Background: an optimization exercise with open tools, aiming at small area. Do not read the settings as production practice.
At most, simulation tests tie the RTL to the original design; equivalence was not proved.
The RTL of run 4 was laid out without a check of its function.
Power is estimated from default activity; no workload was simulated.

==> flow/design.v <==
package jpeg_pkg;
    localparam logic [7:0]  M_PREFIX    = 8'hFF;
    localparam logic [7:0]  M_DHT       = 8'hC4;
    localparam logic [9:0]  DHT_LH_BASE = 10'd19;
endpackage
module dht_segment_writer
#(
    parameter int MAX_SYMS  = 256,
    parameter int SYM_IDX_W = 8
) (
    input  logic                 clk,
    input  logic                 rst_n,
    input  logic                 bits_we,
    input  logic [3:0]           bits_idx,
    input  logic [7:0]           bits_val,
    input  logic                 val_we,
    input  logic [SYM_IDX_W-1:0] val_idx,
    input  logic [7:0]           val_data,
    input  logic                 start,
    input  logic [3:0]           tc,
    input  logic [3:0]           th,
    output logic                 busy,
    output logic                 done,
    output logic                 err,
    output logic                 out_valid,
    input  logic                 out_ready,
    output logic [7:0]           out_data,
    output logic                 out_last,
    output logic                 code_we,
    output logic [7:0]           code_sym,
    output logic [15:0]          code_val,
    output logic [4:0]           code_len
);
    localparam logic [2:0] S_IDLE  = 3'b000;
    localparam logic [2:0] S_ERR   = 3'b001;   
    localparam logic [2:0] S_DONE  = 3'b010;
    localparam logic [2:0] S_CHECK = 3'b011;
    localparam logic [2:0] S_HDR   = 3'b100;
    localparam logic [2:0] S_BITS  = 3'b101;
    localparam logic [2:0] S_VALP  = 3'b110;   
    localparam logic [2:0] S_VALS  = 3'b111;   
    logic [2:0]  st_r, st_nxt;
    logic        cw_r;
    logic [4:0]  p_r, p_nxt;         
    logic [15:0] code_r, code_nxt;   
    logic [7:0]  rem_r, rem_nxt;     
    logic [7:0]  vidx_r, vidx_nxt;   
    logic [9:0]  nacc_r, nacc_nxt;   
    logic        bad_r, bad_nxt;
    logic [7:0]  tcth_r;
    logic [7:0]  csym_r;
    logic [7:0]  rd_r;               
    logic [15:0] cval_r;
    logic [4:0]  clen_r;
    logic        idle_s, chk_s, hs_s, p15_s;
    logic [7:0]  cnt_rd, mem_rd, hdr_s;
    logic [15:0] sum_s;
    logic [9:0]  nsum_s, lh_s;
    logic        ovf_s, last_s;
    assign idle_s = ~st_r[2] & ~st_r[1];
    assign chk_s  = (st_r == S_CHECK);
    assign hs_s   = (st_r == S_VALP) & out_ready;
    assign p15_s  = (p_r[3:0] == 4'd15);
    logic [3:0]       caddr;
    logic [15:0][7:0] cnt_r;
    assign caddr = idle_s ? bits_idx : p_r[3:0];
    always_ff @(posedge clk or negedge rst_n) begin
        if (!rst_n) begin
            cnt_r <= '0;
        end else if (idle_s && bits_we) begin
            cnt_r[caddr] <= bits_val;
        end
    end
    assign cnt_rd = cnt_r[caddr];
    logic [15:0]  whi, wlo, rhi, rlo;
    logic [7:0]   mgrp [16];
    logic [7:0]   mq [256];
    always_comb begin
        for (int i = 0; i < 16; i++) begin
            whi[i] = idle_s && val_we && (val_idx[7:4] == 4'(i));
            wlo[i] = (val_idx[3:0] == 4'(i));
            rhi[i] = (vidx_nxt[7:4] == 4'(i));
            rlo[i] = (vidx_nxt[3:0] == 4'(i));
        end
    end
    for (genvar i = 0; i < 256; i++) begin : g_mem
        always_ff @(posedge clk) begin
            if (whi[i / 16] && wlo[i % 16]) mq[i] <= val_data;
        end
    end
    always_comb begin
        mem_rd = 8'd0;
        for (int j = 0; j < 16; j++) begin
            mgrp[j] = 8'd0;
            for (int k = 0; k < 16; k++) mgrp[j] = mgrp[j] | (mq[16 * j + k] & {8{rlo[k]}});
            mem_rd = mem_rd | (mgrp[j] & {8{rhi[j]}});
        end
    end
    assign sum_s  = code_r + (chk_s ? {6'd0, 2'b11, ~cnt_rd} : 16'd0) + 16'd1;
    assign ovf_s  = ~code_r[9] & (sum_s[9] | (sum_s[9:0] == 10'd0));
    assign nsum_s = nacc_r[9] ? nacc_r : ({1'b0, nacc_r[8:0]} + {2'b00, cnt_rd});
    assign lh_s   = jpeg_pkg::DHT_LH_BASE + {1'b0, nacc_r[8:0]};
    assign last_s = (({1'b0, vidx_r} + 9'd1) == nacc_r[8:0]);
    always_comb begin
        case (p_r[2:0])
            3'd0:    hdr_s = jpeg_pkg::M_PREFIX;
            3'd1:    hdr_s = jpeg_pkg::M_DHT;
            3'd2:    hdr_s = {6'd0, lh_s[9:8]};
            3'd3:    hdr_s = lh_s[7:0];
            default: hdr_s = tcth_r;
        endcase
    end
    always_comb begin
        st_nxt   = st_r;
        p_nxt    = p_r;
        code_nxt = code_r;
        rem_nxt  = rem_r;
        vidx_nxt = vidx_r;
        nacc_nxt = nacc_r;
        bad_nxt  = bad_r;
        case (st_r)
            S_IDLE, S_ERR: begin
                if (start) begin
                    st_nxt   = S_CHECK;
                    p_nxt    = 5'd0;
                    code_nxt = 16'd2;
                    nacc_nxt = 10'd0;
                    bad_nxt  = 1'b0;
                end else begin
                    st_nxt = S_IDLE;
                end
            end
            S_CHECK: begin
                p_nxt    = p_r + 5'd1;
                nacc_nxt = nsum_s;
                bad_nxt  = bad_r | ovf_s;
                if (!code_r[9]) code_nxt = {6'd0, sum_s[8:0], 1'b0};
                if (p15_s) begin
                    p_nxt = 5'd0;
                    if (bad_nxt || (nsum_s == 10'd0) || nsum_s[9]
                        || (nsum_s[8] && (nsum_s[7:0] != 8'd0)))
                        st_nxt = S_ERR;
                    else
                        st_nxt = S_HDR;
                end
            end
            S_HDR: begin
                if (out_ready) begin
                    p_nxt = p_r + 5'd1;
                    if (p_r[2:0] == 3'd4) begin
                        st_nxt = S_BITS;
                        p_nxt  = 5'd0;
                    end
                end
            end
            S_BITS: begin
                if (p_r[3:0] == 4'd0) rem_nxt = cnt_rd;
                if (out_ready) begin
                    p_nxt = p_r + 5'd1;
                    if (p15_s) begin
                        p_nxt    = 5'd1;
                        code_nxt = 16'd0;
                        vidx_nxt = 8'd0;
                        st_nxt   = (rem_r != 8'd0) ? S_VALP : S_VALS;
                    end
                end
            end
            S_VALP: begin
                if (out_ready) begin
                    vidx_nxt = vidx_r + 8'd1;
                    if (last_s) begin
                        st_nxt = S_DONE;
                    end else if (rem_r == 8'd1) begin
                        code_nxt = {sum_s[14:0], 1'b0};
                        p_nxt    = p_r + 5'd1;
                        rem_nxt  = cnt_rd;
                        if (cnt_rd == 8'd0) st_nxt = S_VALS;
                    end else begin
                        code_nxt = sum_s;
                        rem_nxt  = rem_r - 8'd1;
                    end
                end
            end
            S_VALS: begin
                if (rem_r == 8'd0) begin
                    code_nxt = {code_r[14:0], 1'b0};
                    p_nxt    = p_r + 5'd1;
                    rem_nxt  = cnt_rd;
                end else begin
                    st_nxt = S_VALP;
                end
            end
            default: begin   
                st_nxt = S_IDLE;
            end
        endcase
    end
    always_ff @(posedge clk or negedge rst_n) begin
        if (!rst_n) begin
            st_r <= S_IDLE;
            cw_r <= 1'b0;
        end else begin
            st_r <= st_nxt;
            cw_r <= hs_s;
        end
    end
    always_ff @(posedge clk) begin
        p_r    <= p_nxt;
        code_r <= code_nxt;
        rem_r  <= rem_nxt;
        vidx_r <= vidx_nxt;
        nacc_r <= nacc_nxt;
        bad_r  <= bad_nxt;
        if (idle_s && start) tcth_r <= {tc, th};
        rd_r   <= mem_rd;
        csym_r <= rd_r;
        cval_r <= code_r;
        clen_r <= p_r;
    end
    assign busy      = st_r[2] | (st_r[1] & st_r[0]);
    assign done      = (st_r == S_DONE);
    assign err       = (st_r == S_ERR);
    assign out_valid = st_r[2] & ~(st_r[1] & st_r[0]);
    assign out_data  = st_r[1] ? rd_r : (st_r[0] ? cnt_rd : hdr_s);
    assign out_last  = st_r[2] & st_r[1] & last_s;
    assign code_we   = cw_r;
    assign code_sym  = csym_r;
    assign code_val  = cval_r;
    assign code_len  = clen_r;
endmodule
==> flow/constraint.sdc <==
create_clock -name core_clock -period 8.0 [get_ports {clk}]
set_input_delay 1.6000 -clock core_clock [delete_from_list [all_inputs] [get_ports {clk}]]
set_output_delay 1.6000 -clock core_clock [all_outputs]
set_load 0.01 [all_outputs]
==> flow/run.sh <==
#!/bin/bash
# synth_recipe.tcl (not shown) runs the flow's synth.tcl, then flattens the netlist and writes it again
# the make line also repeats each setting of config.mk as NAME=value (left out here)
make -C /OpenROAD-flow-scripts/flow DESIGN_CONFIG=/design/flow/config.mk WORK_HOME=/design/flow/orfs CLKGATE_MAP_FILE= SYNTH_SCRIPT=/design/flow/synth_recipe.tcl finish
==> flow/config.mk <==
export PLATFORM = sky130hd
export DESIGN_NAME = dht_segment_writer
export DESIGN_NICKNAME = dht_segment_writer
export VERILOG_FILES = /design/flow/design.v
export SDC_FILE = /design/flow/constraint.sdc
export NUM_CORES = 4
export LEC_CHECK = 0
export CAP_MARGIN = 20
export CORE_MARGIN = 2
export CORE_UTILIZATION = 40
export SLEW_MARGIN = 20
==> summary.txt, run 1 <==
The flow ran to the end and the layout has no timing, DRC or antenna violations. The number of antenna violations at the first check in global routing came to 29. The TritonCTS buffer count came out at 221. Leaving out fill and tap cells, the most frequent cells in the layout are edfxtp_1, nand2_1, a22oi_1. The fraction of registers with async set or reset after synthesis is 0.0581.

For this run, the register share of the synthesized area comes to 0.755. Counting both buffers and inverters, the worst setup path holds a total of 4. The overall routing resource usage is 0.288.

Adding up every negative setup slack in the final design gives 0 ns. After clock tree synthesis, the setup repair step added 0 buffers. The mean routed wirelength per cell came out at between 30 and 40 um. The total number of nets in the final design is 6091. The longest clock path from root to sink contains 3 buffers.

The slowest stage of the critical path belongs to the cell o221ai_1. The library cell used most frequently in the layout, excluding fill and tap cells, is edfxtp_1. The cell area that synthesis handed to floorplanning was roughly 89000 um^2. The largest area contributor in the netlist is edfxtp_1.

The clock net in this run drives a total of 2273 sinks. The area share of the largest cell type after synthesis came out at 0.707. The worst setup path is launched from an input pin. The worst pin sits at a relative slew slack of 0.143.

The number of DRC violations after detailed-routing iteration 0 came out at 11400. The routed layout has between 60000 and 70000 vias. The CTS clock-pin slew for the worst setup and hold paths is approximately 0.06 ns. The number of instances in the synthesized netlist is 5789. The transition at the pin with the smallest max-transition slack is 1.28 ns. Based on the critical path, the design can be clocked at up to 0.141 GHz. For this run, the number of Yosys warnings is 3. Relative to the synthesized area, the layout overhead comes to 14.6%. The width of the die is 476 um.

The critical path goes through clkdlybuf4s50_1 > or3b_2 > and2_1 > inv_2 > buf_4 > mux2i_1 > a221o_1 > o221ai_1 > a21oi_1 > o21ai_0 > clkdlybuf4s50_1. The worst setup margin is 0.927 ns. The startpoint identified for the worst register-to-register timing path is p_r[2]$_DFFE_PP_. The required time of the worst setup path is between 6 and 7 ns. The worst slack at placement is 0.907 ns. The capture endpoint of the worst hold path is cval_r[15]$_DFF_P_. The critical path class is input pin to primary output. The die outline area came out at 226000 um^2. In this run the standard cell core region covers 222000 um^2. The number of hold violations in the final report came out at 0. The maximum cell stage delay along the critical path came out at 0.72 ns. The ratio of final minimum period to clock period is 0.884. The quantity of I/O buffers inserted on ports came out at 84. The number of vias per cell after detailed routing came out at 6.54.

The endpoint identified for the worst register-to-register timing path is rd_r[6]$_DFF_P_. The final weighted congestion in routability-driven placement is 0.966. The depth of the CTS H-tree came out at 4. The final routed DRC violation total is 0. TritonCTS built the clock tree.

The tool flagged a number of max-cap violations equal to 0. The number of resized instances in the post-cts repair step is 0. The family of cells with the greatest summed delay on the critical path is buffers and inverters. The number of placement rows is 173. The startpoint of the tightest hold check path is code_r[15]$_DFFE_PP_. The analysis attributes to cell leakage a power of roughly 33 nW. The endpoint type of the worst setup path is a primary output.

The iteration count of the initial detailed-routing pass came out at 10. The cell at the root of the clock tree is clkbuf_16. The final critical delay including setup and external delays came out at 7.07 ns. The hold-critical path depth is 0. The count of endpoints failing setup in the final report is 0. Setup repair after global routing left no endpoint under its margin.

The power per cell area is about 370 nW/um^2. The placed wire-length estimate after detailed placement is 206000 um. Across all register-to-register paths, the minimum setup slack is 1.97 ns.

The worst hold-check path type is flip-flop to flip-flop. For this design, the CTS-stage hold fixing added 0 buffers. The aggregate global routing overflow is 0. In this run the remaining antenna-violating nets after routing total 0. The height of the die is 476 um.

The number of distinct library cell variants in the gate-level netlist after synthesis came out at 94. For this configuration, the core starts out at a cell density of 0.401. The number of synthesized flops with an enable pin is about 2100. The net count after synthesis came out at 5865. The critical path arrival came out at 5.47 ns. The highest ir drop seen on vdd came out at between 0.0004 and 0.0005 V. The synthesized design contains 2273 register bits. The number of slew-limit violations in the final report is 0. The number of global-route vias before repair is roughly 56000. In this run the count of I/O pins placed on the die edge is 85. The final clock skew is 0.0745 ns. The first global-routing pass estimated 455000 um of wire.

Of all nets on the critical path, the largest fanout is 22. The number of cells on the worst reg-to-reg path is 12. A synthesized cell averages about 15 um^2. Wires add up to 333000 um. Entering global routing, the biggest net connects 192 pins. The most used flip-flop cell after synthesis is edfxtp_1. The later pin in the worst-skew pair is clocked with a latency of 0.88 ns. In this design, the critical path's most frequently occurring cell is clkdlybuf4s50_1. By area the synthesized netlist is led by edfxtp_1, dfrtp_1, a22oi_1. In the final layout, the share of cells above drive strength 1 is 0.125.
sequential cells by signal, indices dropped and copies added (netlist names):
name and flops:
mq 2048, cnt_r 128, code_r 16, cval_r 16, nacc_r 10, csym_r 8, rd_r 8, rem_r 8
tcth_r 8, vidx_r 8, clen_r 5, p_r 5, st_r 3, bad_r 1, cw_r 1
power breakdown:
| part | internal (mW) | switching (mW) |
|---|---|---|
| Sequential | 13.5 | 0.468 |
| Combinational | 4.22 | 9.63 |
| Clock | 5.67 | 4.62 |
| Total | 23.4 | 14.7 |
routing by layer:
layer / GRT usage / share of wire
met5: 0 / 0.00040
met4: 0.149 / 0.060
met3: 0.0910 / 0.15
met2: 0.416 / 0.43
met1: 0.390 / 0.37
how the worst max path moves through the flow:
| stage | start | end | slack, ns | depth (start not counted) |
|---|---|---|---|---|
| 2_1_floorplan | bits_idx[0] | code_r[14]$_DFFE_PP_ | 1.83 | 22 |
| 3_3_place_gp | bits_idx[0] | out_data[4] | 0.84 | 11 |
| 3_5_place_dp | bits_idx[0] | out_data[4] | 0.91 | 11 |
| 4_1_cts | bits_idx[0] | out_data[4] | 0.84 | 11 |
| 5_1_grt | bits_idx[0] | out_data[4] | 0.60 | 11 |
| 6_report | bits_idx[0] | out_data[4] | 0.93 | 11 |
cell families (layout without fill, tap and decap cells):
family | count (synthesis) | count (layout) | synth area share
multiplexers | 202 | 202 | 0.0240
adder cells (fa/ha/maj) | 34 | 34 | 0.00495
buffers and inverters | 399 | 809 | 0.0194
other | 0 | 15 | 0
XOR/XNOR | 45 | 45 | 0.00460
AO/OA/AOI/OAI | 1502 | 1502 | 0.126
AND/OR/NAND/NOR | 1334 | 1334 | 0.0664
flip-flops | 2273 | 2273 | 0.755
final cells by class:
| cell class | instances | area [um^2] |
|---|---|---|
| repair buffers | 357 | 3370 |
| well taps | 2975 | 3720 |
| clock inverters | 130 | 1200 |
| flip-flops and latches | 2273 | 67100 |
| diodes | 15 | 37.5 |
| multi-input cells | 3117 | 20500 |
| inverters | 45 | 181 |
| clock buffers | 277 | 5820 |
| fillers | 19300 | 120000 |
metrics by stage:
step | util | hold WS, ns | total power [mW] | area (um^2) | cells
final | 0.460 | 0.409 | 38.2 | 102000 | 9189
after global routing | 0.460 | 0.420 | 38.9 | 102000 | 9176
after CTS | 0.460 | 0.408 | 37.5 | 102000 | 9170
after detailed placement | 0.428 | 0.394 | 27.4 | 94900 | 8763
after global placement | 0.427 | 0.395 | 27.3 | 94800 | 8759
after floorplan | - | 0.327 | 20.7 | 89000 | 5789
synthesized netlist by cell type, types with 12 or more instances:
cell type,number
a2111oi_0,22
a211oi_1,35
a21oi_1,207
a221o_1,24
a221oi_1,92
a222oi_1,92
a22o_1,126
a22oi_1,392
a31oi_1,68
a32o_1,60
a32oi_1,14
and2_1,16
and3_1,58
and4_1,14
buf_1,54
buf_2,120
clkbuf_1,165
dfrtp_1,132
dfxtp_1,45
edfxtp_1,2096
ha_1,32
inv_1,37
mux2_2,74
mux2i_1,125
nand2_1,543
nand3_1,96
nand4_1,47
nor2_1,408
nor2b_1,16
nor3_1,52
nor4_1,25
o211ai_1,32
o21a_1,17
o21ai_0,153
o22ai_1,36
o31ai_1,12
xnor2_1,30
xor2_1,13
==> inputs of run 2 (changes only) <==
--- a/flow/config.mk
+++ b/flow/config.mk
@@ -8,4 +8,5 @@
 export CAP_MARGIN = 20
 export CORE_MARGIN = 2
 export CORE_UTILIZATION = 40
+export CTS_BUF_LIST = sky130_fd_sc_hd__clkbuf_8
 export SLEW_MARGIN = 20
==> run 2 against run 1 <==
- clock-buffer cell count grew 117
- clock power shrank 7%
- wire length grew 0.79%
- core utilization shrank 0.13 points
- die area is the same
- setup slack lost 0.024 ns
- power shrank 1.9%
- sequential share of layout area grew 0.19 points
- hold slack lost 0.0040 ns
- cell count grew 2.6%
==> summary.txt, run 2 <==
The flow ran to the end and the layout has no timing, DRC or antenna violations. For this design, the slowest cell found on the critical path is o221ai_1. The switching share of power is 0.396. The post-synthesis simple-gate area fraction is 0.0664. The total net switching power came out at 14.8 mW. The required time of the worst setup path came out at 6.40 ns. The most used flip-flop cell after synthesis is edfxtp_1. The aggregate global routing overflow is 0. The mean routed wirelength per cell is 35.6 um. The total number of nets in the final design came out at 6246. The number of instances in the synthesized netlist is 5789. The post-CTS setup-driven buffer insertion count is 0. In this design, the critical path's most frequently occurring cell is clkdlybuf4s50_1. Along the worst path, the maximum fanout reaches 22. The adder and majority cell fraction of the synthesized area is 0.00495.

The TritonCTS clock tree is built. The number of resized instances in the post-cts repair step came out at 0. The worst path buffer plus inverter count is 4. Of all cell types, the one taking the most synthesized area is edfxtp_1. Data on the critical path arrives at its endpoint at about 5.5 ns. The synthesized area divided by synthesized cell count is 15.4 um^2. The count of synthesis-stage warnings from yosys is 3. The compound-gate portion of the synthesized area was 0.126. The number of slew-limit violations in the final report came to 0. The width of the die came out at 476 um. The area growth from synthesis to layout is 14.3%. The number of nets with antenna violations after routing came out at 0. The largest register by flop count is mq.

The register with the most flip-flops in the layout has 2048 of them. The share of post-route cells with drive strength above 1 came out at 0.142. The final sum of negative setup slack came out at 0 ns. The maximum number of pins on one net before global-route repair came out at 192.

The maximum achievable frequency came out at 0.141 GHz. The summed instance area of the synthesized netlist is 89000 um^2. At the pin with the least slew margin, the transition time is 1.29 ns. In this design, the stage delay of the slowest critical-path cell is 0.73 ns. The share of total power dissipated in the clock network is 0.255. The CTS clock-pin slew for the worst setup and hold paths is 0.06 ns. The quantity of I/O buffers inserted on ports came out at 84. By count the netlist is led by edfxtp_1, nand2_1, nor2_1. The routed design has 336000 um of wire. The iteration count of the initial detailed-routing pass came out at 8. The floorplan step defined a die boundary enclosing 226000 um^2. The number of global-route vias before repair was 56800. At the end of routability-driven placement, the weighted congestion stood at 0.966. The height of the die is 476 um. The first global-routing pass estimated 459000 um of wire. The number of placement rows came out at approximately 170. Of the total synthesized cell area, the portion taken by XOR and XNOR cells is 0.00460.

The tree built by TritonCTS fans out to 2273 sinks. Among cell families on the critical path, the largest total delay comes from buffers and inverters. The number of distinct library cell variants in the gate-level netlist after synthesis is 94.

The fraction of registers with async set or reset after synthesis came out at 0.0581. The relative contribution of sequential cells to total power is 0.374. The fraction of power consumed by combinational cells is 0.370.

The highest ir drop seen on vdd is ~0.00042 V. The net count after synthesis is 5865. Max-cap violations in this run came to 0.

The ratio of final minimum period to clock period came out at 0.887. Measured against its own limit, the worst slew margin works out to 0.136. The most frequent cell after synthesis is edfxtp_1. By area the synthesized netlist is led by edfxtp_1, dfrtp_1, a22oi_1.

The number of vias per cell after detailed routing came out at between 6 and 7. The floorplan step defined a core boundary enclosing approximately 220000 um^2. The largest registers in the layout are mq: 2048 flops, cnt_r: 128 flops.

The worst setup path is launched from an input pin. The final routed DRC violation total is 0. The hold-critical path depth is 0. The number of cells on the worst reg-to-reg path came out at 11.

The number of antenna violations at the first check in global routing is 27. For this design the static power due to leakage is approximately 33 nW. The critical path goes through clkdlybuf4s50_1 > or3b_2 > and2_1 > inv_2 > buf_4 > mux2i_1 > a221o_1 > o221ai_1 > a21oi_1 > o21ai_0 > clkdlybuf4s50_1. CTS placed an instance of clkbuf_8 at the clock tree root. The worst hold-check path type is flip-flop to flip-flop.

The sequential cell area fraction in the yosys report is 0.755. The post-layout utilization of the core came out at 0.459. The area share of the largest cell type after synthesis is 0.707.

Setup repair after global routing left no endpoint under its margin. TritonCTS created 376 clock buffers. The power per cell area is 368 nW/um^2.

The clock latency on the worst-skew pair is approximately 1.1 ns. In this run, synthesis inferred about 2100 flip-flops with an integrated enable. The routed layout has 60800 vias.

The final clock skew came out at 0.147 ns. Counting along the longest clock path gives a buffer depth of 4. The number of hold violations in the final report was 0. The number of placed I/O pins came out at 85. The library cell used most frequently in the layout, excluding fill and tap cells, is edfxtp_1. The count of endpoints failing setup in the final report came out at 0.

The top cell types in the final layout, fill and taps aside, are edfxtp_1, nand2_1, clkbuf_8. The depth of the CTS H-tree is 5. The critical path class is input pin to primary output.

STA classifies the critical path endpoint as a primary output. The total design power is 37.4 mW. The number of buffers inserted by hold repair at cts is 0. The effective utilization at floorplan is 0.401. After synthesis, the share of cell area in mux cells is 0.0240. The depth of the critical timing path with buffers and inverters included is 11. The flip-flop and latch count after synthesis is 2273.

The number of DRC violations after detailed-routing iteration 0 came out at around 11000. The combinational family with the most area after synthesis is compound AO/OA/AOI/OAI gates. The final critical delay including setup and external delays came out at 7.10 ns. The design internal power came out at approximately 23 mW. Across every metal layer, demand over resource in global routing totals 0.290. The placed wire-length estimate after detailed placement is 206000 um.
run 2: cell counts after synthesis:
Identical to the previous run, type by type.
run 2: area by class of cell:
| cell class | instances | area, um^2 |
|---|---|---|
| Sequential cell | 2273 | 67100 |
| Inverter | 45 | 181 |
| Multi-Input combinational cell | 3117 | 20500 |
| Clock inverter | 255 | 1300 |
| Timing Repair Buffer | 357 | 3370 |
| Clock buffer | 394 | 5420 |
| Antenna cell | 15 | 37.5 |
| Tap cell | 2975 | 3720 |
| Fill cell | 19500 | 120000 |
run 2: path summary, 6_finish.rpt:
check / startpoint / endpoint / slack [ns]
min: code_r[15]$_DFFE_PP_ / cval_r[15]$_DFF_P_ / 0.41
max reg2reg: p_r[2]$_DFFE_PP_ / rd_r[1]$_DFF_P_ / 1.87
min reg2reg: code_r[15]$_DFFE_PP_ / cval_r[15]$_DFF_P_ / 0.41
min in group asynchronous: rst_n / cnt_r[16]$_DFFE_PN0P_ / 0.61
max: bits_idx[0] / out_data[4] / 0.90
max in group asynchronous: rst_n / cnt_r[41]$_DFFE_PN0P_ / 6.17
run 2: power by group through the flow:
| stage | combinational (mW) | sequential [mW] | clock (mW) |
|---|---|---|---|
| CTS | 13.2 | 14.0 | 9.56 |
| global placement | 13.1 | 14.2 | 0 |
| detailed placement | 13.2 | 14.2 | 0 |
| global route | 14.0 | 14.1 | 10.1 |
| floorplan | 6.68 | 14.0 | 0 |
| finish | 13.9 | 14.0 | 9.55 |
run 2: logic make-up after synthesis:
logic type      Yosys count
buf+inv                 399
simple gates           1334
compound gates         1502
fa+ha+maj                34
xor+xnor                 45
flops                  2273
mux                     202
run 2: per-layer routing:
layer  vias up  track usage  routed length (um)
li1      24000            -                   -
met1     30700        0.388              123000
met2      5019        0.418              142000
met3       981       0.0966               49100
met4        22        0.156               20600
met5         -            0                 153
run 2: per-stage QoR:
stage                     hold slack (ns)  area, um^2  setup slack (ns)  instances
after CTS                           0.406      102000             0.837       9412
after global placement              0.395       94800             0.843       8759
after detailed placement            0.394       94900             0.907       8763
after floorplan                     0.327       89000              1.83       5789
final                               0.405      102000             0.903       9431
after global routing                0.419      102000             0.593       9419
run 2: worst register-to-register path, cell delays in order (launching register included):
cell and delay [ns]:
edfxtp_1 0.89, and4b_1 0.52, nand2_2 0.40, o21ai_4 0.31, inv_6 0.28, nand2_2 0.84
buf_4 0.48, a21oi_1 0.11, a2111oi_0 0.72, a21oi_1 0.33, nor3_1 0.85, nand4_1 0.26
==> inputs of run 3 (changes only) <==
--- a/flow/config.mk
+++ b/flow/config.mk
@@ -8,5 +8,5 @@
 export CAP_MARGIN = 20
 export CORE_MARGIN = 2
 export CORE_UTILIZATION = 40
-export CTS_BUF_LIST = sky130_fd_sc_hd__clkbuf_8
+export CTS_BUF_LIST = sky130_fd_sc_hd__clkbuf_4
 export SLEW_MARGIN = 20
==> run 3 against run 2 <==
- clock power rose by 0.6%
- clock skew is 0.042 ns higher
- fmax about the same
- register-to-register slack gained 0.04 ns
- hold slack worse by 0.088 ns
- global-route usage increased by 0.23 points
- non-clock buffer count fell by 1
- wire length is 0.83% higher
- core utilization about the same
- critical path depth unchanged
- synthesized area unchanged
==> summary.txt, run 3 <==
The run finished with no timing, DRC or antenna violations. The HPWL after detailed placement is 206000 um. The worst slack at placement came out at 0.907 ns. The number of placed cells counting well taps came out at 8763. The maximum number of pins on one net before global-route repair came out at roughly 190. The iteration count of the initial detailed-routing pass came out at 9. Buffers inserted to repair hold after CTS numbered 0. The number of global-route vias before repair is 58900. TritonCTS built the clock tree.

For this run, the share of the core covered by cells in the final layout is 0.459. Summing every instance area after synthesis gives 89000 um^2. Fill cells in the final layout number 19800. The sequential cell area fraction in the yosys report came out at 0.755.

Leaving out fill and tap cells, the most frequent cell in the layout is edfxtp_1. In the synthesized netlist, the cells that appear most often are edfxtp_1, nand2_1, nor2_1. The power share of the clock group is 0.256. The synthesized area divided by synthesized cell count came out at 15.4 um^2. The quantity of I/O buffers inserted on ports is 84. The number of resized instances in the post-cts repair step is 0. The critical path arrival is ~5.5 ns. The number of placed I/O pins is 85. The startpoint identified for the worst register-to-register timing path is p_r[2]$_DFFE_PP_.

At the end of routability-driven placement, the weighted congestion stood at 0.966. The fraction of registers with async set or reset after synthesis came out at 0.0581. The ratio of final minimum period to clock period came out at 0.888. The worst path in the final design needs a cycle of 7.10 ns, including I/O delays and setup.

The critical path starts at bits_idx[0]. The transition at the pin with the smallest max-transition slack came out at roughly 1.3 ns. The leakage power total came out at 33.6 nW. The finished layout holds 9741 standard cells, fillers aside. For this run, the post-layout net count is 6457. The count of endpoints failing setup in the final report is 0. The area share of the largest cell type after synthesis is 0.707. The number of cells on the worst reg-to-reg path came out at 11. STA classifies the critical path startpoint as an input pin. The overall routing resource usage is 0.293. In the post-synthesis netlist, the biggest area contributors are edfxtp_1, dfrtp_1, a22oi_1. The worst slew margin relative to its limit came out at 0.160. After global routing the overflow that remains totals 0. The final routed DRC violation total is 0.

The highest ir drop seen on vdd is 0.000426 V. The clock sink count is 2273. In this run the power density over the cells is around 370 nW/um^2. The number of violations of the max-capacitance limit came out at 0. The total design power came out at roughly 38 mW. The synthesized design spends more area on one cell type than any other, namely edfxtp_1.

In the routed layout, each cell is associated on average with a via count of ~6.4. The number of antenna violations at the first check in global routing is 29. The worst-case clock buffer depth is 4. The final sum of negative setup slack is 0 ns.

The finished layout cell area came out at 102000 um^2. In the layout the commonest cells are edfxtp_1, clkbuf_4, nand2_1. The TritonCTS buffer count is 588. The worst-path maximum fanout is 22.

The synthesized netlist contains 94 unique library cells. The first-pass GRT wire length is around 460000 um. The H-tree was split into 6 levels. The met2 track demand over resource in global routing is 0.422. The synthesized design contains 2273 register bits. The floorplan has 173 rows. The share of total power dissipated in sequential elements is 0.374. Static timing analysis puts the maximum clock frequency at roughly 0.14 GHz. The number of setup buffers added after CTS is 0. The area used by sequential logic in the layout came out at 67100 um^2. In this run the worst hold path is classified as input pin to asynchronous set/reset pin. The post-place instance area is 94900 um^2. The reg-to-reg setup timing slack came out at 1.91 ns. The switching share of power is 0.397.

In this run the clock root is driven by a clkbuf_4. For this run, the leading register cell type out of synthesis is edfxtp_1. The width of the die is 476 um. In the global route stage, met3 resource usage came out at 0.104. The worst setup margin came out at 0.898 ns. Setup repair after global routing left no endpoint under its margin.

Ranked by flip-flop count, first place goes to mq. The die outline area came out at 226000 um^2. For the worst setup path, the data required time is 6.40 ns. In the final routed layout, each cell accounts on average for 34.7 um. The internal portion of the total power is 22.6 mW.

The height of the die is 476 um. The critical path class is input pin to primary output. The post-route worst hold slack came out at 0.318 ns. When the netlist entered floorplanning its net count stood at around 5900.

The CTS clock-pin slew for the worst setup and hold paths came out at 0.07 ns. The number of DRC violations after detailed-routing iteration 0 is 11800. The largest registers in the layout are mq: 2048 flops, cnt_r: 128 flops.

The fraction of power consumed by combinational cells is 0.370. Once detail routing completed, the nets flagged for antenna violations numbered 0. The layer flagged by global routing as most heavily used is met2. The number of hold violations in the final report came to 0. The area used by multi-input combinational logic is ~21000 um^2. The clock latency on the worst-skew pair is 1.45 ns. On the final layout, the worst clock skew is between 0.15 and 0.2 ns. The end of the worst register-to-register path is rd_r[1]$_DFF_P_. The endpoint type of the worst setup path is a primary output. The number of instances in the synthesized netlist is 5789. The number of synthesized flops with an enable pin is 2096. In the final layout, the share of cells above drive strength 1 is 0.198. The Yosys step of the flow raised 3 warnings. Relative to the synthesized area, the layout overhead comes to 14.4%.

In the post-synthesis netlist, the cell with the most instances is edfxtp_1. For this design the total switching power over the nets is roughly 15 mW. The routed layout has 62400 vias. The register with the most flip-flops in the layout has 2048 of them. The number of slew-limit violations in the final report is 0. For this configuration, the core starts out at a cell density of 0.401. The core region is 222000 um^2.

The met1 track demand over resource is 0.386. The detailed-route wire length is ~340000 um.
==> run 3: cell count changes in the layout (fill, tap and decap cells not counted), moves of 2 or more <==
| cell | change |
|---|---|
| bufinv_16 | -8 |
| clkbuf_4 | +839 |
| clkbuf_8 | -394 |
| clkinv_1 | +3 |
| clkinv_2 | -27 |
| clkinv_4 | +2 |
| clkinvlp_4 | -5 |
| diode_2 | +9 |
| inv_1 | -121 |
| inv_2 | +14 |
| nor2_1 | -2 |
==> run 3: worst max-delay path by stage <==
stage | end | slack (ns)
finish | out_data[4] | 0.90
floorplan | code_r[14]$_DFFE_PP_ | 1.83
global placement | out_data[4] | 0.84
global route | out_data[4] | 0.60
detailed placement | out_data[4] | 0.91
CTS | out_data[4] | 0.84
==> run 3: cell type report <==
class                   instances  area share
flip-flops and latches       2273       0.660
multi-input cells            3117       0.202
clock buffers                 839      0.0619
well taps                    2975      0.0366
repair buffers                356      0.0331
clock inverters               112     0.00493
inverters                      45     0.00178
diodes                         24    0.000590
==> run 3: worst max-delay path, stage by stage <==
cell,delay (ns)
clkdlybuf4s50_1,0.45
or3b_2,0.49
and2_1,0.19
inv_2,0.33
buf_4,0.30
mux2i_1,0.11
a221o_1,0.36
o221ai_1,0.73
a21oi_1,0.16
o21ai_0,0.19
clkdlybuf4s50_1,0.57
==> run 3: cell families after synthesis <==
logic type      after synthesis  share of synthesized area
fa+ha+maj                    34                    0.00495
buf+inv                     399                     0.0194
flops                      2273                      0.755
compound gates             1502                      0.126
mux                         202                     0.0240
xor+xnor                     45                    0.00460
simple gates               1334                     0.0664
==> run 3: power groups by stage <==
stage	clock, mW	sequential [mW]	combinational, mW
finish	9.61	14.0	13.9
global route	10.3	14.0	14.0
CTS	9.67	14.0	13.2
detailed placement	0	14.2	13.2
global placement	0	14.2	13.1
floorplan	0	14.0	6.68
==> run 3: metal layers <==
| metal | vias up | wire, um |
|---|---|---|
| met2 | 5269 | 145000 |
| met1 | 31300 | 123000 |
| met5 | - | 108 |
| met3 | 978 | 50000 |
| li1 | 24800 | - |
| met4 | 18 | 20300 |
==> inputs of run 4 (changes only) <==
--- a/flow/design.v
+++ b/flow/design.v
@@ -49,7 +49,6 @@
     logic        bad_r, bad_nxt;
     logic [7:0]  tcth_r;
     logic [7:0]  csym_r;
-    logic [7:0]  rd_r;               
     logic [15:0] cval_r;
     logic [4:0]  clen_r;
     logic        idle_s, chk_s, hs_s, p15_s;
@@ -79,8 +78,8 @@
         for (int i = 0; i < 16; i++) begin
             whi[i] = idle_s && val_we && (val_idx[7:4] == 4'(i));
             wlo[i] = (val_idx[3:0] == 4'(i));
-            rhi[i] = (vidx_nxt[7:4] == 4'(i));
-            rlo[i] = (vidx_nxt[3:0] == 4'(i));
+            rhi[i] = (vidx_r[7:4] == 4'(i));
+            rlo[i] = (vidx_r[3:0] == 4'(i));
         end
     end
     for (genvar i = 0; i < 256; i++) begin : g_mem
@@ -212,8 +211,7 @@
         nacc_r <= nacc_nxt;
         bad_r  <= bad_nxt;
         if (idle_s && start) tcth_r <= {tc, th};
-        rd_r   <= mem_rd;
-        csym_r <= rd_r;
+        csym_r <= mem_rd;
         cval_r <= code_r;
         clen_r <= p_r;
     end
@@ -221,7 +219,7 @@
     assign done      = (st_r == S_DONE);
     assign err       = (st_r == S_ERR);
     assign out_valid = st_r[2] & ~(st_r[1] & st_r[0]);
-    assign out_data  = st_r[1] ? rd_r : (st_r[0] ? cnt_rd : hdr_s);
+    assign out_data  = st_r[1] ? mem_rd : (st_r[0] ? cnt_rd : hdr_s);
     assign out_last  = st_r[2] & st_r[1] & last_s;
     assign code_we   = cw_r;
     assign code_sym  = csym_r;
--- a/flow/config.mk
+++ b/flow/config.mk
@@ -8,5 +8,4 @@
 export CAP_MARGIN = 20
 export CORE_MARGIN = 2
 export CORE_UTILIZATION = 40
-export CTS_BUF_LIST = sky130_fd_sc_hd__clkbuf_4
 export SLEW_MARGIN = 20
==> run 4 against run 3 <==
- the layout now fails its checks (negative setup slack)
- register-to-register slack improved by 0.14 ns
- via count decreased by 8.3%
- final area decreased by 1.0%
- synthesized cell count decreased by 3.6%
- power decreased by 23%
- sequential power about the same
- hold slack improved by 0.051 ns
- clock-buffer cell count decreased by 563
- non-clock buffer count decreased by 60
- setup slack got worse by 0.92 ns
- clock skew decreased by 0.14 ns
- largest cell class unchanged
- highest routed layer unchanged
==> summary.txt, run 4 <==
The depth of the CTS H-tree is 4. The critical path class is flip-flop to primary output. The iteration count of the initial detailed-routing pass came out at 9. The aggregate global routing overflow came out at 0.

For this run, the leading register cell type out of synthesis is edfxtp_1. Port buffering added 84 buffers. The first-pass GRT wire length is roughly 430000 um. STA classifies the critical path startpoint as a flip-flop. The number of antenna violations at the first check in global routing came to 15. The library cell used most frequently in the layout, excluding fill and tap cells, is edfxtp_1. In the final layout, the share of cells above drive strength 1 is 0.120.

Ranked by instance count, the synthesized netlist is headed by edfxtp_1, nor2_1, nand2_1. The family of cells with the greatest summed delay on the critical path is simple AND/OR/NAND/NOR gates. The signal on the critical path passes through buf_12 > nand2_2 > nor2_1 > a221oi_1 > a31oi_1 > a2111oi_2 > buf_4 > nand4_1 > or4_4 > mux2_2 > clkdlybuf4s50_1.

The number of placement rows came out at 172. The die outline area is 225000 um^2. The mean routed wirelength per cell came out at 35.6 um. Each instance of the synthesized netlist takes up on average around 16 um^2. The number of global-route vias before repair came out at approximately 54000. The final sum of negative setup slack is -0.0249 ns. On the worst path, the slowest cell contributes a delay of 1.00 ns.

The number of cells on the worst reg-to-reg path is 20. The fraction of registers with async set or reset after synthesis is 0.0583. The number of synthesized flops with an enable pin is 2104. The count of endpoints failing setup in the final report came out at 2. Synthesis produced roughly 5600 cells. Detailed placement finished with a half-perimeter wire length of 191000 um. The most frequent cell after synthesis is edfxtp_1. The area growth from synthesis to layout is 13.7%.

Power spread over the standard cell area amounts to about 290 nW/um^2. The number of nets with antenna violations after routing came out at 0. The summed instance area of the synthesized netlist came out at 88600 um^2. The worst-case clock buffer depth is 3. The finished layout cell area came out at 101000 um^2. The final weighted congestion in routability-driven placement is 0.938. The top cell types in the final layout, fill and taps aside, are edfxtp_1, nor2_1, nand2_1. The worst-path cell with the longest stage delay is nand2_2. VDD sags by at most 0.000223 V. The flip-flop and latch count after synthesis came out at 2265. The worst register-to-register path ends at st_r[0]$_DFFE_PN0P_. After the last flow step, the layout net total stands at 5806.

The total via count after detailed routing is 57200. The largest registers in the layout are mq: 2048 flops, cnt_r: 128 flops. The standard cell core area came out at 220000 um^2. The tool flagged a number of max-cap violations equal to 0. The net count after synthesis came out at 5661.

The final clock skew is 0.0498 ns. The final critical delay including setup and external delays came out at 8.02 ns. Together, buffers and inverters on the worst path number 3.

The reg-to-reg setup timing slack is 2.05 ns. The number of buffers inserted by hold repair at cts is 0. In this run, the number of DRC markers left after iteration 0 of detailed routing was 10100. Entering global routing, the biggest net connects 196 pins. The ratio of final minimum period to clock period came out at 1.00. The number of slew-limit violations in the final report was 0. The area used by multi-input combinational logic came out at 20100 um^2. The area share of the largest cell type after synthesis is 0.713. In this run the clock root is driven by a clkbuf_16. The sequential cells in the finished layout cover a total of 67100 um^2. The worst slew margin relative to its limit came out at 0.109. The worst hold path passes through 0 cells. The path class of the tightest hold or removal check is flip-flop to flip-flop.

The sequential cell area fraction in the yosys report is 0.757. The clock sink count came out at around 2300. Across all setup checks in the final design, the least slack found is -0.0214 ns. The largest area contributor in the netlist is edfxtp_1. Setup repair after global routing left no endpoint under its margin. After detailed routing, the number of vias per cell comes to 6.45.

The height of the die is 475 um. For hold timing, the worst endpoint is clen_r[4]$_DFF_P_. The initial utilization of the core area, before any placement, comes to 0.403.

The clock latency on the worst-skew pair is 0.86 ns. The total of fill cells in the finished design is 19000. The violated checks flagged are negative setup slack. The final routed DRC violation total came out at 0. The maximum achievable frequency came out at 0.125 GHz. The run finished, with violations left. In this run the cell area measured after placement is approximately 94000 um^2. The endpoint type of the worst setup path is a primary output.

The number of distinct library cell variants in the gate-level netlist after synthesis is 83. The transition at the pin with the smallest max-transition slack came out at 1.33 ns. The leakage power total came out at 32.3 nW. The width of the die is about 470 um.

The number of hold violations in the final report is 0. The critical path arrival is around 6.4 ns. The CTS clock-pin slew for the worst setup and hold paths came out at 0.06 ns. The required time of the worst setup path came out at 6.40 ns. The detailed-route wire length is 316000 um. Of all nets on the critical path, the largest fanout is 74. After synthesis, the cell types taking the most area are edfxtp_1, dfrtp_1, a22oi_1. The flip-flop count of the largest register, all copies and words added came out at 2048. The startpoint of the tightest hold check path is p_r[4]$_DFFE_PP_. The reg-to-reg critical path startpoint is st_r[2]$_DFFE_PN0P_. The overall routing resource usage is 0.274. The number of placed I/O pins is 85. mq holds more flip-flops than any other register.

The count of synthesis-stage warnings from yosys is 3. TritonCTS built the clock tree. The TritonCTS buffer count came out at 219.
[run 4: cell count changes in the layout (fill, tap and decap cells not counted), moves of 50 or more]
cell	before	now
clkbuf_16	0	222
a21oi_1	207	155
buf_4	235	183
clkbuf_4	839	0
clkbuf_1	0	50
nand2_1	541	348
mux2i_1	124	187
a22oi_1	391	311
a22o_1	126	203
[run 4: where the power goes]
part           leakage, nW  internal, mW  total [mW]  switching (mW)
clock network         3.37          5.55        10.1            4.57
logic                 8.05          1.81        5.01            3.20
registers             20.9          13.5        13.8           0.376
[run 4: final cells by class]
type | instances | area share
clock inverter | 123 | 0.0108
multi-input combinational | 2909 | 0.200
timing repair buffer | 296 | 0.0280
sequential | 2265 | 0.666
inverter | 36 | 0.00135
tap | 2958 | 0.0367
antenna | 9 | 0.000224
clock buffer | 276 | 0.0576
[run 4: logic make-up (layout without fill, tap and decap cells)]
kind of cell | count (synthesis) | in the layout | share of synthesized area
compound gates | 1451 | 1451 | 0.124
xor+xnor | 44 | 44 | 0.00435
fa+ha+maj | 37 | 37 | 0.00540
buf+inv | 409 | 731 | 0.0194
flops | 2265 | 2265 | 0.757
mux | 288 | 288 | 0.0354
other cells | 0 | 9 | 0
simple gates | 1088 | 1089 | 0.0548
[run 4: how the worst max path moves through the flow]
stage	slack, ns	start	cells after the start	end
after global placement	0.66	bits_idx[1]	20	st_r[0]$_DFFE_PN0P_
after global routing	0.01	vidx_r[1]$_SDFFCE_PN0P_	12	out_data[3]
final	-0.02	vidx_r[2]$_SDFFCE_PN0P_	11	out_data[3]
after floorplan	1.97	bits_idx[1]	20	st_r[0]$_DFFE_PN0P_
after detailed placement	0.59	bits_idx[1]	20	st_r[0]$_DFFE_PN0P_
after CTS	-0.08	vidx_r[0]$_SDFFCE_PN0P_	12	out_data[3]
[run 4: stage by stage]
stage          power [mW]  cells  utilization  hold slack, ns  worst slack, ns
2_1_floorplan        16.9   5582            -           0.346             1.97
3_3_place_gp         18.9   8452        0.425           0.365            0.658
3_5_place_dp         19.0   8456        0.426           0.378            0.594
4_1_cts              28.9   8856        0.457           0.369          -0.0773
5_1_grt              29.8   8866        0.458           0.391           0.0142
6_report             29.0   8872        0.458           0.368          -0.0214
[run 4: repair_timing]
action	4_1_cts	5_1_grt
setup endpoints to repair	2	2
buffers inserted	1	1
pin swaps	0	3
gates resized for setup	2	8
cloned	0	1
[run 4: layer usage]
metal | global-route usage | part of all wire | up-vias
li1 | - | - | 22900
met1 | 0.369 | 0.37 | 29100
met2 | 0.414 | 0.44 | 4383
met3 | 0.0694 | 0.13 | 832
met4 | 0.134 | 0.059 | 14
met5 | 0 | 0.00027 | -
==> inputs of run 5 (changes only) <==
--- a/flow/design.v
+++ b/flow/design.v
@@ -49,6 +49,7 @@
     logic        bad_r, bad_nxt;
     logic [7:0]  tcth_r;
     logic [7:0]  csym_r;
+    logic [7:0]  rd_r;               
     logic [15:0] cval_r;
     logic [4:0]  clen_r;
     logic        idle_s, chk_s, hs_s, p15_s;
@@ -78,8 +79,8 @@
         for (int i = 0; i < 16; i++) begin
             whi[i] = idle_s && val_we && (val_idx[7:4] == 4'(i));
             wlo[i] = (val_idx[3:0] == 4'(i));
-            rhi[i] = (vidx_r[7:4] == 4'(i));
-            rlo[i] = (vidx_r[3:0] == 4'(i));
+            rhi[i] = (vidx_nxt[7:4] == 4'(i));
+            rlo[i] = (vidx_nxt[3:0] == 4'(i));
         end
     end
     for (genvar i = 0; i < 256; i++) begin : g_mem
@@ -211,7 +212,8 @@
         nacc_r <= nacc_nxt;
         bad_r  <= bad_nxt;
         if (idle_s && start) tcth_r <= {tc, th};
-        csym_r <= mem_rd;
+        rd_r   <= mem_rd;
+        csym_r <= rd_r;
         cval_r <= code_r;
         clen_r <= p_r;
     end
@@ -219,7 +221,7 @@
     assign done      = (st_r == S_DONE);
     assign err       = (st_r == S_ERR);
     assign out_valid = st_r[2] & ~(st_r[1] & st_r[0]);
-    assign out_data  = st_r[1] ? mem_rd : (st_r[0] ? cnt_rd : hdr_s);
+    assign out_data  = st_r[1] ? rd_r : (st_r[0] ? cnt_rd : hdr_s);
     assign out_last  = st_r[2] & st_r[1] & last_s;
     assign code_we   = cw_r;
     assign code_sym  = csym_r;
==> flow/flow/run.sh (new file) <==
#!/bin/bash
# Standard ORFS layout with two changes: port buffers use the smallest buffer cell, and
# clock tree synthesis uses clkbuf_8 sink clusters without dummy load cells.
set -euo pipefail
export BUFFER_PORTS_ARGS="-buffer_cell sky130_fd_sc_hd__buf_1"
export CTS_ARGS="-sink_clustering_enable -repair_clock_nets -dont_use_dummy_load -buf_list sky130_fd_sc_hd__clkbuf_8 -sink_clustering_size 12 -sink_clustering_max_diameter 60"
bash standard.sh > standard.log 2>&1
==> flow/standard.sh (new file) <==
#!/bin/bash
# synth_recipe.tcl (not shown) runs the flow's synth.tcl, then flattens the netlist and writes it again
# the make line also repeats each setting of config.mk as NAME=value (left out here)
make -C /OpenROAD-flow-scripts/flow DESIGN_CONFIG=/design/flow/config.mk WORK_HOME=/design/flow/orfs CLKGATE_MAP_FILE= SYNTH_SCRIPT=/design/flow/synth_recipe.tcl "${@:-finish}"
removed: flow/run.sh
==> run 5 against run 4 <==
- the run now finishes clean
- final area is 3.6% lower
- setup slack better by 1.3 ns
- fmax is 20% higher
- global-route usage is 2.1 points higher
- via count is 4.5% higher
- clock power is 39% lower
- sequential share of layout area is 2.6 points higher
- power is 17% higher
- largest cell class unchanged
- largest power group unchanged
==> summary.txt, run 5 <==
The final weighted congestion in routability-driven placement is 1.01. In the synthesized netlist the dominant register cell turns out to be edfxtp_1. The run finished with no timing, DRC or antenna violations. The width of the die came out at 476 um. The final critical delay including setup and external delays is 6.68 ns.

The TritonCTS buffer count came out at 212. The worst setup path is captured at a flip-flop. The power per cell area came out at 349 nW/um^2. The switching share of power came out at 0.414. More flip-flops sit in one register than any other, and that register is mq.

The path class of the tightest hold or removal check is flip-flop to flip-flop. The mean routed wirelength per cell came out at 38.0 um. The core region is 222000 um^2. During synthesis, Yosys emitted a total of 3 warnings. The synthesized design spends more area on one cell type than any other, namely edfxtp_1.

Timing analysis after detailed placement gives a worst setup slack of 0.727 ns. The flip-flop count of the largest register, all copies and words added is 2048. The number of hold violations in the final report is 0. The summed instance area of the synthesized netlist is around 89000 um^2. For this run, the top clock speed supported by timing is 0.150 GHz. Headroom to the max-slew limit came out at 0.150. Setup repair after global routing left no endpoint under its margin. The final sum of negative setup slack came out at 0 ns. The post-CTS setup-driven buffer insertion count came out at 0.

The number of antenna violations at the first check in global routing came to 23. Entering global routing, the biggest net connects 195 pins. Of the total power, the clock network draws 0.182.

After synthesis the netlist holds a flip-flop and latch count of 2273. The worst-path maximum fanout is 20. The clock sink count came out at between 2000 and 2500.

The die covers 226000 um^2. The number of nets in the synthesized netlist is 5865. After floorplanning, the core was divided into 173 placement rows. In this run the static leakage power is 30.6 nW. The post-route worst hold slack is 0.404 ns. TritonCTS built the clock tree. The number of synthesized flops with an enable pin came out at about 2100. Counting distinct cell types in the post-synthesis netlist gives 94. The largest registers in the layout are mq: 2048 flops, cnt_r: 128 flops. Ranked by total cell area, the synthesized netlist is headed by edfxtp_1, dfrtp_1, a22oi_1. The critical path class is input pin to flip-flop. The overall routing resource usage is 0.295. The placed wire-length estimate after detailed placement is 211000 um.

The required time of the worst setup path came out at 8.87 ns. The synthesized area divided by synthesized cell count is 15.4 um^2. The count of nets left with antenna violations once routing finished came out at 0. The total net switching power is 14.0 mW. The number of DRC violations after detailed-routing iteration 0 came out at 11300. The count of endpoints failing setup in the final report is 0. The most frequent cell after synthesis is edfxtp_1. The clock latency on the worst-skew pair came out at 0.98 ns. The worst setup margin is 1.32 ns. The relative contribution of sequential cells to total power is 0.414.

The highest ir drop seen on vdd came out at 0.000339 V. Port buffering added 84 buffers. The total number of nets in the final design is 6054. The number of buffers inserted by hold repair at cts came out at 0. On the final layout, the worst clock skew is 0.161 ns. The number of instances in the synthesized netlist came out at 5789. The worst setup path is launched from an input pin. No sink is reached through more buffers than the 3 on the longest clock path. The area growth from synthesis to layout is 9.15%. The post-layout utilization of the core is 0.438. After clock tree synthesis, the clock-pin slew on the worst setup and hold paths is ~0.090 ns. After clock tree synthesis, the repair step resized 0 gates. The effective utilization at floorplan is 0.401.

In the synthesized netlist the async set-or-reset flop fraction comes to 0.0581. The number of slew-limit violations in the final report came out at 0. Cell internal power was estimated by the tool at slightly below 20 mW. The detailed-route wire length is about 340000 um. The depth of the CTS H-tree is 4. Clock tree synthesis selected as its root buffer the cell clkbuf_8.

Leaving out fill and tap cells, the most frequent cell in the layout is edfxtp_1. The sequential cell area fraction in the yosys report came out at 0.755. The height of the die is approximately 480 um.

The commonest cells after synthesis are edfxtp_1, nand2_1, nor2_1. The iteration count of the initial detailed-routing pass is 9. The area share of the largest cell type after synthesis is 0.707. The transition at the pin with the smallest max-transition slack came out at 1.27 ns.

The fraction of power consumed by combinational cells came out at 0.404. In the layout the commonest cells are edfxtp_1, nand2_1, a22oi_1. The total via count after detailed routing is 59800. Global routing finished with a remaining overflow of 0. STA puts the critical path data arrival time at 7.55 ns.

The share of post-route cells with drive strength above 1 is 0.110. The total design power came out at 33.9 mW. The number of placed I/O pins is 85.

The first-pass GRT wire length came out at 463000 um. The number of global-route vias before repair came to between 50000 and 60000. The number of vias per cell after detailed routing came out at 6.67.

Dividing the final minimum period by the clock period gives 0.835. The number of violations of the max-capacitance limit is 0. The final routed DRC violation total came out at 0.
## run 5: cell families (layout without fill, tap and decap cells)
group,count (synthesis),after routing,share of synthesized area
XOR/XNOR,45,45,0.00460
AND/OR/NAND/NOR,1334,1334,0.0664
flip-flops,2273,2273,0.755
AO/OA/AOI/OAI,1502,1502,0.126
other,0,12,0
buffers and inverters,399,586,0.0194
adder cells (fa/ha/maj),34,34,0.00495
multiplexers,202,202,0.0240
## run 5: power groups by stage
| stage | registers, mW | logic (mW) | clock network (mW) |
|---|---|---|---|
| 6_report | 14.0 | 13.7 | 6.17 |
| 5_1_grt | 14.0 | 13.8 | 6.58 |
| 4_1_cts | 14.0 | 13.0 | 6.16 |
| 3_5_place_dp | 14.2 | 13.0 | 0 |
| 3_3_place_gp | 14.2 | 12.9 | 0 |
| 2_1_floorplan | 14.0 | 6.68 | 0 |
## run 5: worst paths after layout
kind	startpoint	to	slack (ns)	cells past startpoint
min in group asynchronous	rst_n	cnt_r[127]$_DFFE_PN0P_	0.79	1
max	out_ready	rd_r[4]$_DFF_P_	1.32	15
min	code_r[15]$_DFFE_PP_	cval_r[15]$_DFF_P_	0.40	0
max reg2reg	st_r[1]$_DFFE_PN0P_	rd_r[4]$_DFF_P_	1.61	15
min reg2reg	code_r[15]$_DFFE_PP_	cval_r[15]$_DFF_P_	0.40	0
max in group asynchronous	rst_n	cnt_r[75]$_DFFE_PN0P_	5.77	2
## run 5: final cells by class
class | instances | area [um^2]
flip-flops and latches | 2273 | 67100
repair buffers | 329 | 2610
fillers | 19700 | 125000
multi-input cells | 3117 | 20500
diodes | 12 | 30.0
clock buffers | 212 | 2920
well taps | 2975 | 3720
inverters | 45 | 181
## run 5: through the flow
stage / instances / instance area, um^2
global placement: 8732 / 94000
global route: 8956 / 97100
CTS: 8947 / 97000
floorplan: 5789 / 89000
finish: 8963 / 97100
detailed placement: 8735 / 94100
## run 5: critical path, stage by stage
cell and delay [ns]:
buf_1 0.50, nand4b_2 0.66, inv_2 0.46, mux2i_1 0.12, buf_4 0.21, o211ai_4 0.89, buf_4 0.50, nor2_1 0.28
buf_4 0.29, a22oi_1 0.28, nand4_1 0.24, a211oi_1 0.24, a21oi_1 0.32, or3_1 0.40, or4_1 0.48
## run 5: metal layers
layer / vias up / routed length (um) / GRT usage / share of wire
met3: 941 / 49300 / 0.0920 / 0.14
met4: 20 / 20900 / 0.153 / 0.061
met1: 30500 / 125000 / 0.396 / 0.37
li1: 23300 / - / - / -
met5: - / 120 / 0 / 0.00035
met2: 5001 / 145000 / 0.429 / 0.43
==> inputs of run 6 (changes only) <==
--- a/flow/design.v
+++ b/flow/design.v
@@ -43,6 +43,7 @@
     logic        cw_r;
     logic [4:0]  p_r, p_nxt;         
     logic [15:0] code_r, code_nxt;   
+    logic [1:0]  gm_r, gm_nxt;       
     logic [7:0]  rem_r, rem_nxt;     
     logic [7:0]  vidx_r, vidx_nxt;   
     logic [9:0]  nacc_r, nacc_nxt;   
@@ -50,11 +51,10 @@
     logic [7:0]  tcth_r;
     logic [7:0]  csym_r;
     logic [7:0]  rd_r;               
-    logic [15:0] cval_r;
     logic [4:0]  clen_r;
     logic        idle_s, chk_s, hs_s, p15_s;
     logic [7:0]  cnt_rd, mem_rd, hdr_s;
-    logic [15:0] sum_s;
+    logic [15:0] sum_s, gen_s;
     logic [9:0]  nsum_s, lh_s;
     logic        ovf_s, last_s;
     assign idle_s = ~st_r[2] & ~st_r[1];
@@ -101,6 +101,8 @@
     assign nsum_s = nacc_r[9] ? nacc_r : ({1'b0, nacc_r[8:0]} + {2'b00, cnt_rd});
     assign lh_s   = jpeg_pkg::DHT_LH_BASE + {1'b0, nacc_r[8:0]};
     assign last_s = (({1'b0, vidx_r} + 9'd1) == nacc_r[8:0]);
+    assign gen_s  = gm_r[0] ? {(gm_r[1] ? code_r[14:0] : sum_s[14:0]), 1'b0}
+                            : (gm_r[1] ? code_r : sum_s);
     always_comb begin
         case (p_r[2:0])
             3'd0:    hdr_s = jpeg_pkg::M_PREFIX;
@@ -114,6 +116,7 @@
         st_nxt   = st_r;
         p_nxt    = p_r;
         code_nxt = code_r;
+        gm_nxt   = gm_r;
         rem_nxt  = rem_r;
         vidx_nxt = vidx_r;
         nacc_nxt = nacc_r;
@@ -159,34 +162,43 @@
                     p_nxt = p_r + 5'd1;
                     if (p15_s) begin
                         p_nxt    = 5'd1;
-                        code_nxt = 16'd0;
+                        code_nxt = 16'hFFFF;
                         vidx_nxt = 8'd0;
-                        st_nxt   = (rem_r != 8'd0) ? S_VALP : S_VALS;
+                        if (rem_r != 8'd0) begin
+                            st_nxt = S_VALP;
+                            gm_nxt = 2'b00;
+                        end else begin
+                            st_nxt = S_VALS;
+                            gm_nxt = 2'b01;
+                        end
                     end
                 end
             end
             S_VALP: begin
                 if (out_ready) begin
                     vidx_nxt = vidx_r + 8'd1;
+                    code_nxt = gen_s;
                     if (last_s) begin
                         st_nxt = S_DONE;
                     end else if (rem_r == 8'd1) begin
-                        code_nxt = {sum_s[14:0], 1'b0};
+                        gm_nxt   = 2'b01;
                         p_nxt    = p_r + 5'd1;
                         rem_nxt  = cnt_rd;
                         if (cnt_rd == 8'd0) st_nxt = S_VALS;
                     end else begin
-                        code_nxt = sum_s;
+                        gm_nxt   = 2'b00;
                         rem_nxt  = rem_r - 8'd1;
                     end
                 end
             end
             S_VALS: begin
+                code_nxt = gen_s;
                 if (rem_r == 8'd0) begin
-                    code_nxt = {code_r[14:0], 1'b0};
+                    gm_nxt   = 2'b11;
                     p_nxt    = p_r + 5'd1;
                     rem_nxt  = cnt_rd;
                 end else begin
+                    gm_nxt = 2'b10;
                     st_nxt = S_VALP;
                 end
             end
@@ -207,6 +219,7 @@
     always_ff @(posedge clk) begin
         p_r    <= p_nxt;
         code_r <= code_nxt;
+        gm_r   <= gm_nxt;
         rem_r  <= rem_nxt;
         vidx_r <= vidx_nxt;
         nacc_r <= nacc_nxt;
@@ -214,7 +227,6 @@
         if (idle_s && start) tcth_r <= {tc, th};
         rd_r   <= mem_rd;
         csym_r <= rd_r;
-        cval_r <= code_r;
         clen_r <= p_r;
     end
     assign busy      = st_r[2] | (st_r[1] & st_r[0]);
@@ -225,6 +237,6 @@
     assign out_last  = st_r[2] & st_r[1] & last_s;
     assign code_we   = cw_r;
     assign code_sym  = csym_r;
-    assign code_val  = cval_r;
+    assign code_val  = code_r;
     assign code_len  = clen_r;
 endmodule
==> run 6 against run 5 <==
- still clean
- global-route usage decreased by 1.3 points
- final area decreased by 0.91%
- sequential power about the same
- hold slack got worse by 0.013 ns
- setup slack got worse by 0.11 ns
- critical path depth decreased by 4
- first-iteration DRC count decreased by 10%
- sequential share of layout area increased by 0.36 points
- synthesized area decreased by 0.60%
- via count decreased by 2.7%
- largest cell class unchanged
- largest power group unchanged
- highest routed layer unchanged
==> summary.txt, run 6 <==
The run finished with no timing, DRC or antenna violations. The slowest stage of the critical path is the mux2i_4 cell. The worst path buffer plus inverter count is 4.

The largest area contributor in the netlist is edfxtp_1. The worst-path maximum fanout is 25. The leakage power total came out at 30.0 nW. The number of placed cells counting well taps came out at 8600. The top flip-flop cell by instance count after synthesis is edfxtp_1. The net count after synthesis is ~5800. The number of hold violations in the final report is 0.

Summing over every cut layer, the via total after detailed routing is 58200. Of the cells placed in the final design, the portion with a size suffix greater than 1 is 0.0997. The number of slew-limit violations in the final report came out at 0. The final weighted congestion in routability-driven placement is between 0.9 and 1. The filler cells instantiated in the layout total 19400. TritonCTS built the clock tree. The summed instance area of the synthesized netlist is around 88000 um^2.

The critical path arrival is about 5.2 ns. The ratio of final minimum period to clock period came out at 0.849. The overall routing resource usage is 0.282.

The post-CTS setup-driven buffer insertion count is 0. Counting instances in the post-synthesis netlist gives the leading cell types as edfxtp_1, nand2_1, nor2_1. The CTS clock-pin slew for the worst setup and hold paths is roughly 0.08 ns. STA puts the critical path data required time at 6.40 ns. The area growth from synthesis to layout came out at 8.82%. The register with the most flip-flops in the layout has 2048 of them. The number of antenna violations at the first check in global routing came out at 16.

The number of buffers inserted by hold repair at cts came out at 0. The quantity of I/O buffers inserted on ports is 84. The die covers between 200000 and 250000 um^2.

The worst path in the final design needs a cycle of 6.79 ns, including I/O delays and setup. Once detail routing completed, the nets flagged for antenna violations numbered 0. The relative contribution of sequential cells to total power is 0.447.

The cell at the root of the clock tree is clkbuf_8. The power per cell area is about 320 nW/um^2. The fraction of power consumed by combinational cells came out at 0.357. The effective utilization at floorplan is 0.402. The height of the die is roughly 470 um.

TritonCTS created 210 clock buffers. Ranked by flip-flop count, first place goes to mq. In the final layout, the registers with the most flip-flops are mq: 2048 flops, cnt_r: 128 flops, code_r: 16 flops. Setup repair after global routing left no endpoint under its margin.

The clock sink count is 2259. Counting flops with an async set or reset pin after synthesis yields a share of 0.0584. The width of the die came out at 474 um.

The depth of the CTS H-tree is 4. The signal on the critical path passes through nor2_2 > mux2i_4 > buf_4 > inv_2 > mux2i_1 > mux4_2 > mux2_2 > inv_1 > a211o_1 > o21a_1 > buf_1. Setup violations remaining at the end of the flow were counted as 0.

The detailed-route wire length is 324000 um. At the end of the flow, the number of nets in the layout was 5934. The top cell types in the final layout, fill and taps aside, are edfxtp_1, nand2_1, nor2_1. The iteration count of the initial detailed-routing pass is 8. The share of synthesized area in the top cell type comes to 0.712. For this run, the number of Yosys warnings is 3. The most frequent cell after synthesis is edfxtp_1. The design internal power came out at roughly 19 mW.

The number of resized instances in the post-cts repair step is 0. The number of placement rows is approximately 170. In this run the worst setup path begins at st_r[1]$_DFFE_PN0P_. The aggregate global routing overflow came out at 0. In the post-synthesis netlist, the biggest area contributors are edfxtp_1, dfrtp_1, a22oi_1. The first global-routing pass estimated 443000 um of wire. Among cell families on the critical path, the largest total delay comes from multiplexers. The highest ir drop seen on vdd came out at 0.000303 V. The commonest non-fill, non-tap cell in the layout is edfxtp_1.

The worst setup path is captured at a primary output. The startpoint identified for the worst register-to-register timing path is st_r[1]$_DFFE_PN0P_. Measured against its own limit, the worst slew margin works out to 0.101. The path class of the tightest hold or removal check is flip-flop to flip-flop. The mean routed wirelength per cell came out at 36.7 um.

The number of global-route vias before repair is 54500. STA classifies the critical path startpoint as a flip-flop. After synthesis the netlist holds a flip-flop and latch count of 2259.

The number of standard cells in the layout, taps in and fillers out is approximately 8800. The standard cell core area is 220000 um^2. The placed wire-length estimate after detailed placement came out at 198000 um.

The number of instances in the synthesized netlist came out at about 5700. The transition at the pin with the smallest max-transition slack came out at 1.34 ns. In the routed layout, each cell is associated on average with a via count of roughly 6.6. The power share of the clock group came out at 0.196. Entering global routing, the biggest net connects 190 pins. Summed over all nets, the switching power comes to 12.1 mW.

The final sum of negative setup slack came out at 0 ns. The startpoint of the tightest hold check path is p_r[4]$_DFFE_PP_. The final routed DRC violation total is 0. The average instance in the mapped netlist occupies 15.5 um^2.

The number of placed I/O pins came out at 85. Of the total power, the share spent switching nets is 0.388. The worst-case clock buffer depth is 3. The maximum achievable frequency is around 0.15 GHz.

The number of violations of the max-capacitance limit came out at 0. The number of DRC violations after detailed-routing iteration 0 came out at between 10000 and 15000. The maximum cell stage delay along the critical path came out at 0.95 ns. The number of synthesized flops with an enable pin is 2098. The sequential cell area fraction in the yosys report came out at 0.756. The clock latency on the worst-skew pair came out at 1.02 ns. The number of different library cells used by synthesis comes to 93. The final clock skew came out at approximately 0.11 ns. The critical path is of the flip-flop to primary output type.
## run 6: cell count changes in the layout (fill, tap and decap cells not counted), moves of 17 or more
cell | before | now
a211oi_1 | 30 | 47
a21oi_1 | 207 | 235
a221oi_1 | 92 | 124
a222oi_1 | 92 | 66
a22o_1 | 126 | 161
a22oi_1 | 391 | 341
and3_1 | 57 | 30
buf_4 | 210 | 176
mux2_2 | 74 | 43
nand2_1 | 541 | 477
nor2_1 | 369 | 402
o211ai_1 | 32 | 9
o2bb2ai_1 | 11 | 52
## run 6: worst paths after layout
path	endpoint	slack, ns	depth (start not counted)
max	out_data[3]	1.21	11
min	clen_r[4]$_DFF_P_	0.39	0
max reg2reg	st_r[2]$_DFFE_PN0P_	1.57	18
min reg2reg	clen_r[4]$_DFF_P_	0.39	0
max in group asynchronous	cnt_r[36]$_DFFE_PN0P_	5.64	3
min in group asynchronous	cnt_r[63]$_DFFE_PN0P_	0.69	1
## run 6: final cells by class
type / instances / area (um^2) / area share
Multi-Input combinational cell: 3042 / 20100 / 0.209
Timing Repair Buffer: 295 / 2360 / 0.0245
Sequential cell: 2259 / 66900 / 0.695
Inverter: 50 / 203 / 0.00211
Antenna cell: 21 / 52.6 / 0.000546
Tap cell: 2958 / 3700 / 0.0385
Clock buffer: 210 / 2890 / 0.0300
## run 6: power by group through the flow
stage | sequential [mW] | combinational [mW] | clock, mW
after floorplan | 13.9 | 5.70 | 0
after global placement | 14.1 | 10.5 | 0
after detailed placement | 14.1 | 10.6 | 0
after CTS | 13.9 | 10.6 | 6.07
after global routing | 13.9 | 11.3 | 6.46
final | 13.9 | 11.1 | 6.08
## run 6: kinds of logic after synthesis
| logic type | share of synthesized area |
|---|---|
| buffers and inverters | 0.0198 |
| and+or+nand+nor | 0.0631 |
| adders and majority gates | 0.00498 |
| xor gates and xnor gates | 0.00436 |
| DFF | 0.756 |
| muxes | 0.0254 |
| AOI/OAI and AO/OA | 0.126 |
## run 6: worst register-to-register path: cells and delay by family, from the launching register on
kind	cells	cell delay, ns
AOI/OAI and AO/OA	6	1.87
adders and majority gates	1	0.33
buffers and inverters	3	0.84
DFF	1	0.38
muxes	4	1.95
and+or+nand+nor	4	0.96
## run 6: per-layer routing
| metal | global-route usage | vias up | wire [um] |
|---|---|---|---|
| met5 | 0 | - | 149 |
| met4 | 0.130 | 20 | 16400 |
| met3 | 0.0996 | 849 | 48000 |
| met2 | 0.415 | 4721 | 141000 |
| met1 | 0.374 | 29600 | 119000 |
| li1 | - | 22900 | - |
## run 6: stage by stage
stage	utilization	worst slack, ns	instance area (um^2)	hold WS [ns]	total power, mW
3_3_place_gp	0.424	1.17	93100	0.386	24.6
2_1_floorplan	-	2.16	88400	0.327	19.6
5_1_grt	0.438	0.826	96200	0.394	31.7
4_1_cts	0.437	1.04	96100	0.393	30.5
6_report	0.438	1.21	96200	0.391	31.1
3_5_place_dp	0.424	1.08	93200	0.375	24.7

[what the ideal ports hide]
No port has a modelled driver above. Below, the same layouts with a new extraction and two added sets of constraints.
Step 1 assumes that a clkbuf_16 drives the clock port and a buf_2 every other input.
Step 2 adds t to the input delays and takes it off the output delays; t is the mean of the earliest and latest rising clock arrival at the registers after step 1. Input paths then give back, and output paths get back, about the clock's delay inside the block.
Slacks: ideal / step 1 / step 2; pairs: ideal / step 1.
run | shift t [ns] | slack for setup (ns) | worst setup path at the end | pins driven straight from the clock port
run 1 | 0.935 | 0.927 / 0.900 / 0.732 | input to register | 1
run 2 | 1.139 | 0.903 / 0.877 / 0.549 | input to register | 1
run 3 | 1.440 | 0.898 / 0.871 / 0.559 | input to register | 1
run 4 | 0.945 | -0.021 / -0.118 / 0.501 | input to register | 1
run 5 | 1.026 | 1.319 / 1.384 / 0.358 | input to register | 1
run 6 | 1.052 | 1.208 / 1.118 / 0.888 | input to register | 1
The setup slack of run 5, which loses most, moves by +0.065 ns with the drivers and by -0.961 ns with both steps.
